This design comes from an exercise in tuning for small area and a short achievable clock period on the open sky130 flow, not from production work.
Function not checked in this run: the RTL went through the layout flow alone.
Power is estimated from default activity; no workload was simulated.

`design/flow/config.mk`:
```
export PLATFORM = sky130hd
export DESIGN_NAME = vga_display_top
export DESIGN_NICKNAME = vga_display_top
export VERILOG_FILES = /design/flow/design.v
export SDC_FILE = /design/flow/constraint.sdc
export NUM_CORES = 4
export LEC_CHECK = 0
export CAP_MARGIN = 20
export CORE_MARGIN = 2
export CORE_UTILIZATION = 40
export SLEW_MARGIN = 20
```
`design/flow/constraint.sdc`:
```
create_clock -name core_clock -period 4.4 [get_ports {cr_intf}]
set_input_delay 0.8800 -clock core_clock [delete_from_list [all_inputs] [get_ports {cr_intf}]]
set_output_delay 0.8800 -clock core_clock [all_outputs]
set_load 0.01 [all_outputs]
```
`design/flow/design.v`:
```
`timescale 1ns/1ps
`default_nettype none
package vga_pkg;
  localparam int PAL_DEPTH = 256;
  localparam int IDX_W     = $clog2(PAL_DEPTH);
  typedef logic [IDX_W-1:0] pix_index_t;
  typedef struct packed
  {
    logic [3:0] r;
    logic [3:0] g;
    logic [3:0] b;
  } rgb_t;
  typedef enum logic [2:0]
  {
    IDLE,
    FP,
    SYNC,
    BP,
    ACTIVE
  } vga_state_t;
  localparam rgb_t RGB_BLACK = '0;
endpackage
`default_nettype wire
`timescale 1ns/1ps
`default_nettype none
module line_fifo #(
  parameter int  DEPTH     = 16
) (
  input  logic                cr_intf,
  input  logic                reset,
  input  logic                push,
  input  vga_pkg::pix_index_t push_data,
  output logic                full,
  input  logic                pop,
  output vga_pkg::pix_index_t pop_data,
  output logic                empty
);
  localparam int AW = (DEPTH > 1) ? $clog2(DEPTH) : 1;
  localparam int CW = $clog2(DEPTH + 1);
  localparam logic [AW-1:0] PTR_LAST = AW'(DEPTH - 1);
  localparam logic [CW-1:0] CNT_FULL = CW'(DEPTH);
  vga_pkg::pix_index_t mem [DEPTH];
  logic [AW-1:0] rd_ptr;
  logic [AW-1:0] wr_ptr;
  logic [CW-1:0] count;
  logic do_push;
  logic do_pop;
  assign do_push = push && !full;
  assign do_pop  = pop && !empty;
  assign empty = (count == '0);
  assign full  = (count == CNT_FULL);
  assign pop_data = mem[rd_ptr];
  always_ff @(posedge cr_intf)
  begin
    if (do_push)
    begin
      mem[wr_ptr] <= push_data;
    end
  end
  always_ff @(posedge cr_intf)
  begin
    if (reset)
    begin
      rd_ptr <= '0;
      wr_ptr <= '0;
      count  <= '0;
    end
    else
    begin
      if (do_push)
      begin
        wr_ptr <= (wr_ptr == PTR_LAST) ? '0 : wr_ptr + 1'b1;
      end
      if (do_pop)
      begin
        rd_ptr <= (rd_ptr == PTR_LAST) ? '0 : rd_ptr + 1'b1;
      end
      if (do_push && !do_pop)
      begin
        count <= count + 1'b1;
      end
      else if (do_pop && !do_push)
      begin
        count <= count - 1'b1;
      end
    end
  end
endmodule
`default_nettype wire
`timescale 1ns/1ps
`default_nettype none
module vga_timing #(
  parameter int H_ACTIVE = 640,
  parameter int H_FP     = 16,
  parameter int H_SYNC   = 96,
  parameter int H_BP     = 48,
  parameter int V_ACTIVE = 480,
  parameter int V_FP     = 10,
  parameter int V_SYNC   = 2,
  parameter int V_BP     = 33
) (
  input logic            cr_intf,
  input logic            reset,
  input  logic           enable,
  output logic           tick,
  output logic           active,
  output logic           hsync,
  output logic           vsync
);
  localparam int H_TOTAL = H_FP + H_SYNC + H_BP + H_ACTIVE;
  localparam int V_TOTAL = V_FP + V_SYNC + V_BP + V_ACTIVE;
  localparam int HW      = $clog2(H_TOTAL);
  localparam int VW      = $clog2(V_TOTAL);
  localparam logic [HW-1:0] H_FP_END   = HW'(H_FP - 1);
  localparam logic [HW-1:0] H_SYNC_BEG = HW'(H_FP);
  localparam logic [HW-1:0] H_SYNC_END = HW'(H_FP + H_SYNC - 1);
  localparam logic [HW-1:0] H_BP_END   = HW'(H_FP + H_SYNC + H_BP - 1);
  localparam logic [HW-1:0] H_LAST     = HW'(H_TOTAL - 1);
  localparam logic [VW-1:0] V_FP_END   = VW'(V_FP - 1);
  localparam logic [VW-1:0] V_SYNC_END = VW'(V_FP + V_SYNC - 1);
  localparam logic [VW-1:0] V_BP_END   = VW'(V_FP + V_SYNC + V_BP - 1);
  localparam logic [VW-1:0] V_LAST     = VW'(V_TOTAL - 1);
  logic                 tick_f;
  logic [HW-1:0]        h_cnt;
  logic [VW-1:0]        v_cnt;
  logic [2:0]           h_state;
  logic [2:0]           v_state;
  logic h_adv;
  logic h_wrap;
  logic v_wrap;
  function automatic logic [2:0] step_state(input logic [2:0] cur,
                                         input logic fp_end,
                                         input logic sync_end,
                                         input logic bp_end,
                                         input logic wrap);
    logic [2:0] nxt;
    nxt = cur;
    case (cur)
      vga_pkg::IDLE:   nxt = vga_pkg::FP;
      vga_pkg::FP:     nxt = fp_end   ? vga_pkg::SYNC   : cur;
      vga_pkg::SYNC:   nxt = sync_end ? vga_pkg::BP     : cur;
      vga_pkg::BP:     nxt = bp_end   ? vga_pkg::ACTIVE : cur;
      vga_pkg::ACTIVE: nxt = wrap     ? vga_pkg::FP     : cur;
      default:         nxt = vga_pkg::IDLE;
    endcase
    step_state = nxt;
  endfunction
  assign h_adv  = tick_f && (h_state != vga_pkg::IDLE);
  assign h_wrap = h_adv && (h_cnt == H_LAST);
  assign v_wrap = h_wrap && (v_cnt == V_LAST);
  always_ff @(posedge cr_intf)
  begin
    if (reset)
    begin
      tick_f  <= 1'b0;
      h_cnt   <= '0;
      v_cnt   <= '0;
      h_state <= vga_pkg::IDLE;
      v_state <= vga_pkg::IDLE;
    end
    else
    begin
      tick_f <= ~tick_f;
      if (!enable)
      begin
        h_state <= vga_pkg::IDLE;
        v_state <= vga_pkg::IDLE;
      end
      else
      begin
        h_state <= step_state(h_state, h_adv && (h_cnt == H_FP_END),
                              h_adv && (h_cnt == H_SYNC_END),
                              h_adv && (h_cnt == H_BP_END), h_wrap);
        v_state <= step_state(v_state, h_wrap && (v_cnt == V_FP_END),
                              h_wrap && (v_cnt == V_SYNC_END),
                              h_wrap && (v_cnt == V_BP_END), v_wrap);
      end
      if (h_state == vga_pkg::IDLE || h_wrap)
        h_cnt <= '0;
      else if (h_adv)
        h_cnt <= h_cnt + 1'b1;
      if (v_state == vga_pkg::IDLE || v_wrap)
        v_cnt <= '0;
      else if (h_wrap)
        v_cnt <= v_cnt + 1'b1;
    end
  end
  assign tick   = tick_f;
  assign active = (h_state == vga_pkg::ACTIVE) && (v_state == vga_pkg::ACTIVE);
  assign hsync  = (h_state == vga_pkg::SYNC);
  assign vsync  = (v_state == vga_pkg::SYNC);
endmodule
`default_nettype wire
`timescale 1ns/1ps
`default_nettype none
module palette_lookup #(
  parameter int RAM_DELAY = 2
) (
  input  logic                cr_intf,
  input  logic                reset,
  output logic                fifo_pop,
  input  vga_pkg::pix_index_t fifo_pop_data,
  input  logic                fifo_empty,
  input  logic                tim_tick,
  input  logic                tim_active,
  input  logic                pal_we,
  input  vga_pkg::pix_index_t pal_waddr,
  input  vga_pkg::rgb_t       pal_wdata,
  output vga_pkg::rgb_t       color,
  output logic                color_valid
);
  logic [11:0] pal_ram [vga_pkg::PAL_DEPTH];
  vga_pkg::pix_index_t idx_f;
  logic                idx_vld_f;
  logic [11:0]         col_pipe [RAM_DELAY];
  logic [RAM_DELAY-1:0] valid_sr;
  assign fifo_pop = tim_tick && tim_active && !fifo_empty;
  always_ff @(posedge cr_intf)
  begin
    if (pal_we)
    begin
      pal_ram[pal_waddr] <= pal_wdata;
    end
  end
  always_ff @(posedge cr_intf)
  begin
    if (fifo_pop)
    begin
      idx_f <= fifo_pop_data;
    end
    col_pipe[0] <= pal_ram[idx_f];
    for (int i = 1; i < RAM_DELAY; i++)
    begin
      col_pipe[i] <= col_pipe[i-1];
    end
  end
  always_ff @(posedge cr_intf)
  begin
    if (reset)
    begin
      idx_vld_f <= 1'b0;
      valid_sr  <= '0;
    end
    else
    begin
      idx_vld_f   <= fifo_pop;
      valid_sr[0] <= idx_vld_f;
      for (int i = 1; i < RAM_DELAY; i++)
      begin
        valid_sr[i] <= valid_sr[i-1];
      end
    end
  end
  assign color       = col_pipe[RAM_DELAY-1];
  assign color_valid = valid_sr[RAM_DELAY-1];
endmodule
`default_nettype wire
`timescale 1ns/1ps
`default_nettype none
module video_out #(
  parameter int RAM_DELAY = 2
) (
  input  logic          cr_intf,
  input  logic          reset,
  input  logic          tim_tick,
  input  logic          tim_active,
  input  logic          tim_hsync,
  input  logic          tim_vsync,
  input  vga_pkg::rgb_t color,
  input  logic          color_valid,
  output vga_pkg::rgb_t rgb,
  output logic          hsync_n,
  output logic          vsync_n
);
  localparam int SYNC_DLY = RAM_DELAY + 1;
  logic [SYNC_DLY-1:0] hs_dly;
  logic [SYNC_DLY-1:0] vs_dly;
  logic [1:0]          blank_f;
  always_ff @(posedge cr_intf)
  begin
    if (reset)
    begin
      hs_dly  <= '0;
      vs_dly  <= '0;
      blank_f <= 2'b11;
      hsync_n <= 1'b1;
      vsync_n <= 1'b1;
      rgb     <= vga_pkg::RGB_BLACK;
    end
    else
    begin
      hs_dly  <= {hs_dly[SYNC_DLY-2:0], tim_hsync};
      vs_dly  <= {vs_dly[SYNC_DLY-2:0], tim_vsync};
      hsync_n <= ~hs_dly[SYNC_DLY-1];
      vsync_n <= ~vs_dly[SYNC_DLY-1];
      if (tim_tick)
      begin
        blank_f <= {blank_f[0], ~tim_active};
      end
      if (blank_f[1])
        rgb <= vga_pkg::RGB_BLACK;
      else if (color_valid)
        rgb <= color;
    end
  end
endmodule
`default_nettype wire
`timescale 1ns/1ps
`default_nettype none
module vga_display_top #(
  parameter int H_ACTIVE   = 640,
  parameter int H_FP       = 16,
  parameter int H_SYNC     = 96,
  parameter int H_BP       = 48,
  parameter int V_ACTIVE   = 480,
  parameter int V_FP       = 10,
  parameter int V_SYNC     = 2,
  parameter int V_BP       = 33,
  parameter int RAM_DELAY  = 2,
  parameter int FIFO_DEPTH = 16
) (
  input  logic        cr_intf,
  input  logic        reset,
  input  logic        enable,
  input  logic        push,
  input  logic [7:0]  push_data,
  output logic        full,
  input  logic        pal_we,
  input  logic [7:0]  pal_waddr,
  input  logic [11:0] pal_wdata,
  output logic [3:0]  red,
  output logic [3:0]  green,
  output logic [3:0]  blue,
  output logic        hsync_n,
  output logic        vsync_n
);
  logic                fifo_full;
  logic                fifo_pop;
  vga_pkg::pix_index_t fifo_pop_data;
  logic                fifo_empty;
  logic                tim_tick;
  logic                tim_active;
  logic                tim_hsync;
  logic                tim_vsync;
  vga_pkg::rgb_t color;
  logic          color_valid;
  vga_pkg::rgb_t out_rgb;
  assign full = fifo_full;
  line_fifo #(.DEPTH(FIFO_DEPTH)) i_line_fifo (
    .cr_intf(cr_intf), .reset(reset), .push(push), .push_data(push_data), .full(fifo_full),
    .pop(fifo_pop), .pop_data(fifo_pop_data), .empty(fifo_empty));
  vga_timing #(.H_ACTIVE(H_ACTIVE), .H_FP(H_FP), .H_SYNC(H_SYNC), .H_BP(H_BP),
               .V_ACTIVE(V_ACTIVE), .V_FP(V_FP), .V_SYNC(V_SYNC), .V_BP(V_BP)) i_vga_timing (
    .cr_intf(cr_intf), .reset(reset), .enable(enable), .tick(tim_tick), .active(tim_active),
    .hsync(tim_hsync), .vsync(tim_vsync));
  palette_lookup #(.RAM_DELAY(RAM_DELAY)) i_palette_lookup (
    .cr_intf(cr_intf), .reset(reset), .fifo_pop(fifo_pop), .fifo_pop_data(fifo_pop_data),
    .fifo_empty(fifo_empty), .tim_tick(tim_tick), .tim_active(tim_active),
    .pal_we(pal_we), .pal_waddr(pal_waddr), .pal_wdata(pal_wdata),
    .color(color), .color_valid(color_valid));
  video_out #(.RAM_DELAY(RAM_DELAY)) i_video_out (
    .cr_intf(cr_intf), .reset(reset), .tim_tick(tim_tick), .tim_active(tim_active),
    .tim_hsync(tim_hsync), .tim_vsync(tim_vsync), .color(color),
    .color_valid(color_valid), .rgb(out_rgb), .hsync_n(hsync_n), .vsync_n(vsync_n));
  assign red   = out_rgb.r;
  assign green = out_rgb.g;
  assign blue  = out_rgb.b;
endmodule
`default_nettype wire
```
`design/flow/run.sh`:
```
#!/bin/bash
# synth_recipe.tcl (not shown) runs the flow's synth.tcl, then flattens the netlist and writes it again
# the make line also repeats each setting of config.mk as NAME=value (left out here)
make -C /OpenROAD-flow-scripts/flow DESIGN_CONFIG=/design/flow/config.mk WORK_HOME=/design/flow/orfs CLKGATE_MAP_FILE= SYNTH_SCRIPT=/design/flow/synth_recipe.tcl finish
```
==> run notes <==
## layer usage
metal	wire [um]	share of wire, %	GRT usage [%]
met5	11	0.0033	0
met3	26680	7.9	3.295
met4	10600	3.1	6.099
met1	136200	40	28.88
met2	163600	49	33.62
## final cells by class
class	count	area, um2	area share, %
diodes	8	20.02	0.01368
clock buffers	416	9102	6.221
clock inverters	200	1828	1.249
inverters	15	58.81	0.04019
multi-input cells	2384	26810	18.32
flip-flops and latches	3297	98120	67.05
well taps	4160	5205	3.557
repair buffers	584	5186	3.544
## state kept, by name, indices dropped and copies added, names as in the netlist, 5 cells and up
name	count
i_vga_timing.v_cnt	10
i_palette_lookup.pal_ram	3072
i_palette_lookup.idx_f	8
i_palette_lookup.col_pipe	24
i_line_fifo.count	5
i_line_fifo.mem	128
i_vga_timing.h_cnt	10
i_video_out.rgb	12
## cell usage in the layout, fill, tap and decap left out, drive strengths merged, types with 79 or more instances in the layout
cell and count:
mux4 692, mux2i 290, nand2 93, dfxtp 89
clkinv 143, clkbuf 417, a21oi 148, o221ai 79
buf 548, nor2 369, a22oi 150, edfxtp 3208
## worst max path at each step
stage	start	end	slack, ns	depth (start not counted)
after global routing	i_palette_lookup.idx_f[0]	i_palette_lookup.col_pipe[0][6]	0.22	8
after global placement	i_palette_lookup.idx_f[0]	i_palette_lookup.col_pipe[0][9]	-0.17	8
after detailed placement	pal_waddr[1]	i_palette_lookup.pal_ram[18][6]	0.35	6
after floorplan	pal_waddr[2]	i_palette_lookup.pal_ram[103][0]	1.53	6
after CTS	i_palette_lookup.idx_f[0]	i_palette_lookup.col_pipe[0][6]	0.45	8
final	i_palette_lookup.idx_f[0]	i_palette_lookup.col_pipe[0][6]	0.39	8
## report_power, final
group | internal [W] | switching [W] | total [W]
Sequential | 0.0345 | 0.0000397 | 0.0346
Combinational | 0.000213 | 0.000810 | 0.00102
Clock | 0.0163 | 0.0120 | 0.0283
Total | 0.0511 | 0.0128 | 0.0639
## worst max-delay path, cell delays in order (launching register included)
cell and delay [ns]:
edfxtp_1 0.45, buf_12 0.27, buf_4 0.53, mux4_2 0.59, a22o_1 0.31, o21ai_0 0.44, o31ai_2 0.29, o22ai_1 0.84
a211oi_1 0.12
## per-stage QoR
stage	setup TNS (ns)	area, um2	total power (W)	setup slack, ns	std cells
after global routing	0	146300	0.06563	0.2174	11062
after CTS	0	146300	0.06437	0.4491	11056
final	0	146300	0.06391	0.3911	11064
after floorplan	0	126900	0.03546	1.527	6063
after detailed placement	0	135400	0.03629	0.3542	10440
after global placement	-0.1665	135300	0.03623	-0.1665	10439
## logic make-up after synthesis
group | after synthesis | synth area share, %
and+or+nand+nor | 694 | 2.476
xor gates and xnor gates | 26 | 0.1795
adders and majority gates | 14 | 0.1440
muxes | 998 | 14.72
buffers and inverters | 382 | 1.600
DFF | 3297 | 77.34
AOI/OAI and AO/OA | 652 | 3.540
==> impl_metrics.yaml <==
status:
  status: "finished clean"
floorplanning:
  fp.dieH_um: 567.1
  row_count: 206
  io_pins: 48
  initial_core_util_pct: 40.24
  die-area_um2: 321700
  die_w_um: 567.1
  core_area_um2: 315200
grt:
  grt_pass1_wl_um: 479900
  first_global_vias: 64065
  antenna_found_initial: 17
  overflow: 0
  grt_max_degree: 122
  grtUsageTotal_pct: 20.69
sta:
  fin_skew_ns: 0.05683
  fin_crit_ns: 4.009
  rsz0062_at_grt: "false"
  worst_slew_pin_slew_ns: 1.213
  whs_ns: 0.3347
  max_slew_margin_pct: 18.95
  finalCritPeriodShare_pct: 91.11
  fmax_ghz: 0.2494
  final-setup-viol-count: 0
  report.final.slew_viol_count: 0
  finalHoldViolCount: 0
final_layout:
  nFillCells: 25968
  area_growth_pct: 15.35
  layout-drive-gt1-share_pct: 25.91
  layout.nets: 6670
  finish.utilization_pct: 46.42
drt:
  wire_per_inst_um: 30.47
  totalWireLength_um: 337100
  viasPerCell: 5.782
  drc: 0
  drtAntennaViolNets: 0
  vias: 63969
  drt_iter0_markers: 7951
  drt-pass1-iter-count: 6
place:
  numPortBuffers: 47
  place_congestion: 0.8611
  hpwl_um: 212300
synthesis:
  synthCells: 6063
  ys_top_cells_by_count: "3208 x edfxtp_1, 692 x mux4_2, 368 x nor2_1"
  syn_area_um2: 126900
  syn_nets: 6110
  async_flop_share_pct: 0
  yosysMostFrequentCell: "edfxtp_1"
  synthTopCellsByArea: "edfxtp_1 76%, mux4_2 12%, mux2i_1 2.3%"
  ys_seq_area_share_pct: 77.34
  avgSynthCellArea_um2: 20.92
  synth-edff-count: 3208
  yosys_warnings: 5
  synthFlopType: "edfxtp_1"
  ys_ff_latch: 3297
  synth_cell_types: 72
  synth_top_area_share_pct: 75.94
  yosysTopAreaCell: "edfxtp_1"
worst_setup_path:
  start_kind: "flip-flop"
  cp.arrival_ns: 4.73
  reg2reg_depth: 8
  r2r_start: "i_palette_lookup.idx_f[0]"
  r2r_slack_ns: 0.39
  end_kind: "flip-flop"
  r2r_end: "i_palette_lookup.col_pipe[0][6]"
  cp.required_ns: 5.12
  crit_path_max_fanout: 29
  path_class: "reg -> reg"
clock_tree:
  cts_tree: "done"
  numCtsBuffers: 341
  clock-root-buffer: "clkbuf_16"
  clock_path_buffers: 4
  clock_latency_ns: 0.89
  cts.sinks: 3297
  cts_resized: 0
  clk_pin_slew_worst_paths_ns: 0.06
  cts_setup_buffers: 0
  hold_buffers: 0
  ctsHtreeMaxLevel: 5
power_and_ir_drop:
  powerDensity_nw_per_um2: 436.8
  ir_drop_v: 0.0003005
  leakage_nw: 46.28
flow_run:
  cap_viol_max_count: 0
worst_hold_path:
  hp-class: "reg -> reg"
  holdPathStages: 0
  min_to: "i_palette_lookup.col_pipe[1][11]"
  holdCritStartpoint: "i_palette_lookup.col_pipe[0][11]"

==> static timing again, ports no longer ideal <==
The results above use ideal ports. As a check the final layout listed here was re-extracted and re-timed, cells and wires unchanged. Step 1 sets driving cells, clkbuf_16 on the clock port and buf_2 on the other inputs (assumed; they add their load-dependent delay and slew). Step 2 adds t to the input delays and takes it off the output delays; t is the mean of the earliest and latest rising clock arrival at the registers after step 1. Input paths then give back, and output paths get back, about the clock's delay inside the block. a / b / c = ideal ports / drivers / drivers and shift; a / b = the first two.
shift t [ns]: 0.967
slack for setup (ns): 0.391 / 0.391 / 0.250
pins driven straight from the clock port: 1
After both steps this run still meets setup and hold. For this run, drivers alone change the setup slack by 0.000 ns; drivers and shift together by -0.141 ns.
